This design comes from an exercise in tuning for small area on the open sky130 flow, not from production work. In this exercise RTL edits were held to simulation tests only and were not proved equivalent to the original. Power figures rest on the tool's default switching activity, not on a simulated workload.

==> flow/design.v (excerpt) <==
module inst_buffer #(
  parameter int DEPTH       = 16,
  parameter int FULL_MARGIN = 4
) (
  input  logic        clk,
  input  logic        rst,
  input  logic        flush,
  input  logic        data_ok1,
  input  logic        data_ok2,
  input  logic [31:0] rdata1,
  input  logic [31:0] rdata2,
  input  logic [31:0] raddr1,
  input  logic [31:0] raddr2,
  input  logic [34:0] predict_pkt1,
  input  logic [34:0] predict_pkt2,
  input  logic        dec_stall,
  output logic        instbuffer_full,
  output logic        issue_valid1,
  output logic        issue_valid2,
  output logic [31:0] issue_inst1,
  output logic [31:0] issue_inst2,
  output logic [31:0] issue_addr1,
  output logic [31:0] issue_addr2,
  output logic [34:0] issue_pkt1,
  output logic [34:0] issue_pkt2,
  output logic        overflow_err
);
  localparam int AW = $clog2(DEPTH);
  localparam int CW = AW + 1;
  localparam int HD = DEPTH / 2;
  localparam int W  = 99;
  logic [W-1:0]  bank_e [HD];
  logic [W-1:0]  bank_o [HD];
  logic [AW-1:0] rd_ptr_q, wr_ptr_q;
  logic [CW-1:0] count_q;
  logic          ovf_q;
  logic [1:0]    push_n, acc_n, pop_n;
  logic [CW-1:0] space;
  logic          drop, valid1, valid2, we1, we2;
  logic [AW-1:0] wr_ptr_p1, rd_ptr_p1;
  logic [W-1:0]  in1, in2, wdn_e, wdn_o;
  logic [HD-1:0] sel_e, sel_o, wen_e, wen_o;
  ...
export LEC_CHECK = 0
export CAP_MARGIN = 20
export CORE_MARGIN = 2
export CORE_UTILIZATION = 60
export CTS_BUF_LIST = sky130_fd_sc_hd__clkbuf_8
export CTS_CLUSTER_DIAMETER = 45
export CTS_CLUSTER_SIZE = 24
export SLEW_MARGIN = 20
export SYNTH_HIERARCHICAL = 1
export SYNTH_MINIMUM_KEEP_SIZE = 0
create_clock -name core_clock -period 6.0 [get_ports {clk}]
standard.sh (not shown) runs the stock make flow with config.mk's settings and CLKGATE_MAP_FILE= SYNTH_SCRIPT=/design/flow/synth_recipe.tcl, a recipe that flattens the netlist after the stock synthesis.
==> flow/flow/run.sh <==
#!/bin/bash
# Standard layout, with each port buffered by the smallest buffer cell.
set -euo pipefail
cd "$(dirname "$0")/.."
bash standard.sh 'BUFFER_PORTS_ARGS=-buffer_cell sky130_fd_sc_hd__buf_1' finish > standard_flow.log 2>&1
The first run produced a clean layout.
Edit:
==> flow/flow/run.sh (replaced) <==
#!/bin/bash
# Standard layout, with each port buffered by the smallest buffer cell and
# clock tree synthesis without dummy loads.
set -euo pipefail
cd "$(dirname "$0")/.."
bash standard.sh \
  'BUFFER_PORTS_ARGS=-buffer_cell sky130_fd_sc_hd__buf_1' \
  'CTS_ARGS=-sink_clustering_enable -repair_clock_nets -sink_clustering_size 24 -sink_clustering_max_diameter 45 -buf_list sky130_fd_sc_hd__clkbuf_8 -dont_use_dummy_load' \
  finish > standard_flow.log 2>&1
--- a/flow/config.mk
+++ b/flow/config.mk
@@ -9,6 +9,4 @@
 export CORE_MARGIN = 2
-export CORE_UTILIZATION = 60
-export CTS_BUF_LIST = sky130_fd_sc_hd__clkbuf_8
-export CTS_CLUSTER_DIAMETER = 45
-export CTS_CLUSTER_SIZE = 24
+export CORE_UTILIZATION = 70
+export PLACE_DENSITY = 0.75
 export SLEW_MARGIN = 20
Total power went down by 8.1%.
Sequential share of layout area went up by 2.0 points.
Synthesized area does not change.
Sequential power stays flat.
Worst setup slack loses 0.061 ns.
Critical path depth rises by 2.
Core utilization increases by 9.6 points.
Clock skew rose by 0.035 ns.
Hold slack improves by 0.040 ns.
Sequential cell count is unchanged.
Edit:
==> flow/flow/run.sh (replaced) <==
#!/bin/bash
# Standard layout, with each port buffered by the smallest buffer cell.
set -euo pipefail
cd "$(dirname "$0")/.."
bash standard.sh 'BUFFER_PORTS_ARGS=-buffer_cell sky130_fd_sc_hd__buf_1' finish > standard_flow.log 2>&1
--- a/flow/config.mk
+++ b/flow/config.mk
@@ -9,4 +9,7 @@
 export CORE_MARGIN = 2
-export CORE_UTILIZATION = 70
-export PLACE_DENSITY = 0.75
+export CORE_UTILIZATION = 75
+export CTS_BUF_LIST = sky130_fd_sc_hd__clkbuf_8
+export CTS_CLUSTER_DIAMETER = 45
+export CTS_CLUSTER_SIZE = 24
+export PLACE_DENSITY = 0.8
 export SLEW_MARGIN = 20
Result:
- global-route usage grows by 3.4 points
- design area is higher slightly
- core utilization came out higher by 6.1 points
- count of clock-buffer cells in the layout rose by 2
- worst hold slack gets worse by 0.016 ns
- critical path depth is lower by 3
- die area drops by a few percent
- cell count increases slightly


Setup of cedar:
Another version of the RTL of inst_buffer (not shown whole).
Size in the first run: about 3000 cells after synthesis, about 410 I/O pins, roughly 60000 um^2 of cells after synthesis.
clock: 6.0 ns
lec_check: 0
cap_margin: 20
core_margin: 2
core_utilization: 60
slew_margin: 20
synth_hierarchical: 1
synth_minimum_keep_size: 0
run.sh (not shown) runs the stock make flow with config.mk's settings and CLKGATE_MAP_FILE= SYNTH_SCRIPT=/design/flow/synth_recipe.tcl, a recipe that flattens the netlist after the stock synthesis.
Stock flow here: none of the scripts above is used.
cedar reached the final stage; the timing, design-rule and antenna checks on its layout passed.
Relative to cedar, the following input files were edited for raven:
Settings: CTS_CLUSTER_SIZE: unset -> 28; CTS_BUF_LIST: unset -> sky130_fd_sc_hd__clkbuf_8; CTS_CLUSTER_DIAMETER: unset -> 50.
==> flow/flow/run.sh (new file) <==
#!/bin/bash
# Standard layout, with each port buffered by the smallest buffer cell.
set -euo pipefail
cd "$(dirname "$0")/.."
bash standard.sh 'BUFFER_PORTS_ARGS=-buffer_cell sky130_fd_sc_hd__buf_1' finish > standard_flow.log 2>&1
==> flow/standard.sh (new file) <==
#!/bin/bash
# synth_recipe.tcl (not shown) runs the flow's synth.tcl, then flattens the netlist and writes it again
# the make line also repeats each setting of config.mk as NAME=value (left out here)
make -C /OpenROAD-flow-scripts/flow DESIGN_CONFIG=/design/flow/config.mk WORK_HOME=/design/flow/orfs CLKGATE_MAP_FILE= SYNTH_SCRIPT=/design/flow/synth_recipe.tcl "${@:-finish}"
removed: flow/run.sh
==> run summary <==
When raven is measured against cedar, its register-to-register slack turns out 0.26 ns lower.
Summary of the comparison: final cell utilization of the core is lower in raven, relative to cedar.
Comparing cedar and raven, the higher fraction of area in registers is on raven.
Measured against raven, the CTS buffer count of cedar comes out at 1.14 times the reference value.
STATUS total power: raven wins against cedar
Diff cedar -> raven: setup slack picked up an extra 0.082 ns; overall routing resource usage dropped 1.0 points; detailed-routed wire length on met2 went down by 1500 um; met2 usage down 1.8 points.


inst_buffer, a different RTL version from the one above (not shown whole).
Size in the first run: roughly 3200 cells after synthesis, ~1600 flip-flops, ~410 I/O pins, about 59000 um^2 of cells after synthesis.
==> flow/design.v (excerpt) <==
module inst_buffer #(
  parameter int DEPTH       = 16,
  parameter int FULL_MARGIN = 4
) (
  input  logic        clk,
  input  logic        rst,
  input  logic        flush,
  input  logic        data_ok1,
  input  logic        data_ok2,
  input  logic [31:0] rdata1,
  input  logic [31:0] rdata2,
  input  logic [31:0] raddr1,
  input  logic [31:0] raddr2,
  input  logic [34:0] predict_pkt1,
  input  logic [34:0] predict_pkt2,
  input  logic        dec_stall,
  output logic        instbuffer_full,
  output logic        issue_valid1,
  output logic        issue_valid2,
  output logic [31:0] issue_inst1,
  output logic [31:0] issue_inst2,
  output logic [31:0] issue_addr1,
  output logic [31:0] issue_addr2,
  output logic [34:0] issue_pkt1,
  output logic [34:0] issue_pkt2,
  output logic        overflow_err
);
export LEC_CHECK = 0
export CAP_MARGIN = 20
export CORE_MARGIN = 2
export CORE_UTILIZATION = 70
export PLACE_DENSITY = 0.75
export SLEW_MARGIN = 20
export SYNTH_HIERARCHICAL = 1
export SYNTH_MINIMUM_KEEP_SIZE = 0
create_clock -name core_clock -period 6.0 [get_ports {clk}]
standard.sh (not shown) runs the stock make flow with config.mk's settings and CLKGATE_MAP_FILE= SYNTH_SCRIPT=/design/flow/synth_recipe.tcl, a recipe that flattens the netlist after the stock synthesis.
==> flow/flow/run.sh <==
#!/bin/bash
# Standard layout, with each port buffered by the smallest buffer cell and
# clock tree synthesis without dummy loads.
set -euo pipefail
cd "$(dirname "$0")/.."
bash standard.sh \
  'BUFFER_PORTS_ARGS=-buffer_cell sky130_fd_sc_hd__buf_1' \
  'CTS_ARGS=-sink_clustering_enable -repair_clock_nets -sink_clustering_size 20 -sink_clustering_max_diameter 60 -buf_list sky130_fd_sc_hd__clkbuf_8 -dont_use_dummy_load' \
  finish > standard_flow.log 2>&1
The baseline ran to the end with no violations.
==> next run, changes <==
--- a/flow/flow/run.sh
+++ b/flow/flow/run.sh
@@ -8 +8 @@
-  'CTS_ARGS=-sink_clustering_enable -repair_clock_nets -sink_clustering_size 20 -sink_clustering_max_diameter 60 -buf_list sky130_fd_sc_hd__clkbuf_8 -dont_use_dummy_load' \
+  'CTS_ARGS=-sink_clustering_enable -repair_clock_nets -sink_clustering_size 24 -sink_clustering_max_diameter 45 -buf_list sky130_fd_sc_hd__clkbuf_8 -dont_use_dummy_load' \
Result: The changed run completed with no timing, DRC or antenna violations; sequential share of layout area came out lower by 0.62 points; non-clock buffer count does not change; worst setup slack degrades by 0.066 ns; final area came out higher by 0.86%; die area is unchanged; routed wire length hardly moves; flip-flop and latch count does not change; clock skew came out lower by 0.0089 ns.
==> next run, changes <==
--- a/flow/flow/run.sh
+++ b/flow/flow/run.sh
@@ -8 +8,2 @@
-  'CTS_ARGS=-sink_clustering_enable -repair_clock_nets -sink_clustering_size 24 -sink_clustering_max_diameter 45 -buf_list sky130_fd_sc_hd__clkbuf_8 -dont_use_dummy_load' \
+  'CTS_ARGS=-sink_clustering_enable -repair_clock_nets -sink_clustering_size 20 -sink_clustering_max_diameter 55 -buf_list sky130_fd_sc_hd__clkbuf_8 -dont_use_dummy_load' \
+  RECOVER_POWER=100 REMOVE_ABC_BUFFERS=1 \
What happened: Now the flow finished but failed the layout checks on capacitance limit, slew limit; die area stays the same; combinational power stays flat; clock skew came out lower by 0.0060 ns; worst hold slack gains 0.023 ns.
==> next run, changes <==
--- a/flow/flow/run.sh
+++ b/flow/flow/run.sh
@@ -9 +8,0 @@
-  RECOVER_POWER=100 REMOVE_ABC_BUFFERS=1 \
CORE_UTILIZATION = 80   (was 70)
PLACE_DENSITY = 0.85   (was 0.75)
- Now the flow ran to the end with no violations
- final cell count decreases by 4.2%
- sequential share of layout area hardly moves
- clock-buffer cell count decreases by 12
- setup slack gains 0.046 ns
- design area is about the same
- routed wire length stays flat
- hold slack gains 0.046 ns
- clock power decreases by 4.8%
- power decreases by 0.43%
- flip-flop and latch count stays the same
==> next run, changes <==
--- a/flow/flow/run.sh
+++ b/flow/flow/run.sh
@@ -8,0 +9 @@
+  RECOVER_POWER=100 \
CORE_UTILIZATION = 70   (was 80)
PLACE_DENSITY = 0.75   (was 0.85)
After rerunning:
- The changed run ran to the end with violations: capacitance limit, slew limit
- wire length rose slightly
- setup slack loses 0.063 ns
- combinational power is about the same
- utilization fell by 11 points


RTL: one of the versions met above, not the one the previous note started from.
Size in the first run: ~1600 flip-flops, ~410 I/O pins, about 59000 sq um of cells after synthesis.
Settings: LEC_CHECK=0, CAP_MARGIN=0, CORE_MARGIN=2, CORE_UTILIZATION=70, PLACE_DENSITY=0.75, SLEW_MARGIN=0, SYNTH_HIERARCHICAL=1, SYNTH_MINIMUM_KEEP_SIZE=0; clock period 6.0 ns.
==> flow/flow/run.sh <==
#!/bin/bash
# Standard layout, with each port buffered by the smallest buffer cell and
# clock tree synthesis without dummy loads.
set -euo pipefail
cd "$(dirname "$0")/.."
bash standard.sh \
  'BUFFER_PORTS_ARGS=-buffer_cell sky130_fd_sc_hd__buf_1' \
  'CTS_ARGS=-sink_clustering_enable -repair_clock_nets -sink_clustering_size 24 -sink_clustering_max_diameter 45 -buf_list sky130_fd_sc_hd__clkbuf_8 -dont_use_dummy_load' \
  finish > standard_flow.log 2>&1
==> next run, changes <==
==> flow/flow/run.sh (replaced) <==
#!/bin/bash
# Standard layout, with each port buffered by the smallest buffer cell and
# clock tree synthesis without dummy loads.
set -euo pipefail
cd "$(dirname "$0")/.."
bash standard.sh \
  'BUFFER_PORTS_ARGS=-buffer_cell sky130_fd_sc_hd__buf_1' \
  'CTS_ARGS=-sink_clustering_enable -repair_clock_nets -sink_clustering_size 30 -sink_clustering_max_diameter 55 -buf_list sky130_fd_sc_hd__clkbuf_16 -dont_use_dummy_load' \
  finish > standard_flow.log 2>&1
--- a/flow/config.mk
+++ b/flow/config.mk
@@ -7,3 +7,3 @@
 export LEC_CHECK = 0
-export CAP_MARGIN = 0
+export CAP_MARGIN = 20
 export CORE_MARGIN = 2
@@ -11,3 +11,3 @@
 export PLACE_DENSITY = 0.75
-export SLEW_MARGIN = 0
+export SLEW_MARGIN = 20
 export SYNTH_HIERARCHICAL = 1
Effect:
- wire length is higher by 0.99%
- clock skew decreases by 3.1 ps
- via count hardly moves
- first-iteration DRC count grows by 5.0%
- total power went up by 4.4%
- final area came out higher by 1.2%
- setup slack gets better by 87 ps


inst_buffer with an RTL version that a note above also has.
For scale: roughly 3200 cells after synthesis, roughly 410 I/O pins, about 59000 sq um of cells after synthesis.
## inst_buffer
module inst_buffer #(
  parameter int DEPTH       = 16,
  parameter int FULL_MARGIN = 4
) (
  input  logic        clk,
  input  logic        rst,
  input  logic        flush,
  input  logic        data_ok1,
  input  logic        data_ok2,
  input  logic [31:0] rdata1,
  input  logic [31:0] rdata2,
  input  logic [31:0] raddr1,
  input  logic [31:0] raddr2,
  input  logic [34:0] predict_pkt1,
  input  logic [34:0] predict_pkt2,
  input  logic        dec_stall,
  output logic        instbuffer_full,
  output logic        issue_valid1,
  output logic        issue_valid2,
  output logic [31:0] issue_inst1,
  output logic [31:0] issue_inst2,
  output logic [31:0] issue_addr1,
  output logic [31:0] issue_addr2,
  output logic [34:0] issue_pkt1,
  output logic [34:0] issue_pkt2,
  output logic        overflow_err
);
  localparam int AW = $clog2(DEPTH);
  localparam int CW = AW + 1;
  localparam int HD = DEPTH / 2;
  localparam int W  = 99;
  logic [W-1:0]  bank_e [HD];
  logic [W-1:0]  bank_o [HD];
  ...
clock: 6.0 ns
lec_check: 0
cap_margin: 20
core_margin: 2
core_utilization: 70
place_density: 0.75
slew_margin: 20
synth_hierarchical: 1
synth_minimum_keep_size: 0
==> flow/flow/run.sh <==
#!/bin/bash
# Standard layout, with each port buffered by the smallest buffer cell, clock
# tree synthesis without dummy loads, and power recovery (gate downsizing)
# after global routing followed by a design repair.
set -euo pipefail
cd "$(dirname "$0")/.."
here=$(pwd)
bash standard.sh \
  'BUFFER_PORTS_ARGS=-buffer_cell sky130_fd_sc_hd__buf_1' \
  'CTS_ARGS=-sink_clustering_enable -repair_clock_nets -sink_clustering_size 20 -sink_clustering_max_diameter 55 -buf_list sky130_fd_sc_hd__clkbuf_8 -dont_use_dummy_load' \
  RECOVER_POWER=100 \
  "POST_GLOBAL_ROUTE_TCL=$here/flow/post_grt.tcl" \
  finish > standard_flow.log 2>&1
==> flow/flow/post_grt.tcl <==
# After power recovery has downsized gates, fix any slew or capacitance
# violations it left, then refresh the placement, routing and guides.
log_cmd global_route -start_incremental
repair_design_helper
log_cmd detailed_placement
log_cmd global_route -end_incremental
log_cmd estimate_parasitics -global_routing
report_check_types -max_slew -max_capacitance -violators
write_guides $::env(RESULTS_DIR)/route.guide
The first run completed with no timing, DRC or antenna violations.
==> next run, changes <==
==> flow/flow/run.sh (replaced) <==
#!/bin/bash
# Standard layout, with each port buffered by the smallest buffer cell and
# clock tree synthesis without dummy loads.
set -euo pipefail
cd "$(dirname "$0")/.."
bash standard.sh \
  'BUFFER_PORTS_ARGS=-buffer_cell sky130_fd_sc_hd__buf_1' \
  'CTS_ARGS=-sink_clustering_enable -repair_clock_nets -sink_clustering_size 20 -sink_clustering_max_diameter 55 -buf_list sky130_fd_sc_hd__clkbuf_8 -dont_use_dummy_load' \
  finish > standard_flow.log 2>&1
removed: flow/flow/post_grt.tcl
Outcome: The changed run finished with timing, DRC and antenna clean. Sequential share of layout area is higher by 0.23 points. Die area stays the same. Wire length is about the same. Synthesized cell count does not change. Register-to-register slack gets better by 0.17 ns.
==> next run, changes <==
==> flow/flow/run.sh (replaced) <==
#!/bin/bash
# Standard layout, with each port buffered by the smallest buffer cell and
# clock tree synthesis without dummy loads.
set -euo pipefail
cd "$(dirname "$0")/.."
bash standard.sh \
  'BUFFER_PORTS_ARGS=-buffer_cell sky130_fd_sc_hd__buf_1' \
  'CTS_ARGS=-sink_clustering_enable -repair_clock_nets -sink_clustering_size 20 -sink_clustering_max_diameter 60 -buf_list sky130_fd_sc_hd__clkbuf_8 -dont_use_dummy_load' \
  finish > standard_flow.log 2>&1
GPL_TIMING_DRIVEN = 0   (was default)
Non-clock buffer count went up by 166.
Wire length went up by 3.2%.
Sequential power hardly moves.
Design area went up by 4.5%.
Via count went up by 2.4%.
Die area stays the same.
Core utilization went up by 3.5 points.
Worst setup slack got worse by 0.079 ns.
Synthesized area stays the same.

## what the ideal ports hide
In the flow no input, the clock included, has a driving cell. The finished layouts below were timed again as built, in two steps. Step 1 assumes that a clkbuf_16 drives the clock port and a buf_2 every other input. Step 2 times the ports against the registers' clock, not the clock port: input delays grow and output delays shrink by t, the midpoint of the rising clock arrivals with the driver on. Slacks: ideal ports / drivers / drivers and shift; pairs: ideal ports / drivers.
| run | shift t [ns] | setup WS [ns] | slew at the worst register clock pin (ns) | worst data-port slew with drivers (ns) |
|---|---|---|---|---|
| the first run of note 1 | 0.929 | 0.217 / 0.142 / 1.071 | 0.11 / 0.11 | 0.16 |
| the second run of note 1 | 0.869 | 0.156 / 0.087 / 0.956 | 0.11 / 0.11 | 0.15 |
| the third run of note 1 | 0.895 | 0.131 / 0.059 / 0.950 | 0.12 / 0.12 | 0.15 |
| cedar | 0.819 | 0.227 / 0.155 / 0.621 | 0.06 / 0.06 | 0.15 |
| raven | 0.912 | 0.309 / 0.241 / 1.104 | 0.12 / 0.12 | 0.14 |
| the first run of note 3 | 0.777 | 0.256 / 0.185 / 0.963 | 0.12 / 0.12 | 0.14 |
| the second run of note 3 | 0.869 | 0.190 / 0.117 / 0.986 | 0.11 / 0.11 | 0.13 |
| the third run of note 3 | 0.835 | 0.234 / 0.234 / -0.238 | 0.12 / 0.12 | 0.15 |
| the fourth run of note 3 | 0.797 | 0.279 / 0.207 / 1.004 | 0.12 / 0.12 | 0.13 |
| the fifth run of note 3 | 0.814 | 0.216 / 0.146 / -0.038 | 0.12 / 0.12 | 0.13 |
| the first run of note 4 | 0.861 | 0.181 / 0.114 / 0.974 | 0.11 / 0.11 | 0.15 |
| the second run of note 4 | 0.736 | 0.268 / 0.194 / 0.930 | 0.10 / 0.10 | 0.13 |
| the first run of note 5 | 0.816 | 0.217 / 0.146 / 0.919 | 0.12 / 0.12 | 0.13 |
| the second run of note 5 | 0.812 | 0.187 / 0.117 / 0.930 | 0.12 / 0.12 | 0.13 |
| the third run of note 5 | 0.815 | 0.108 / 0.041 / 0.856 | 0.12 / 0.12 | 0.18 |
The setup slack of the third run of note 3, which loses most, moves by 0.000 ns with the drivers and by -0.472 ns with both steps.
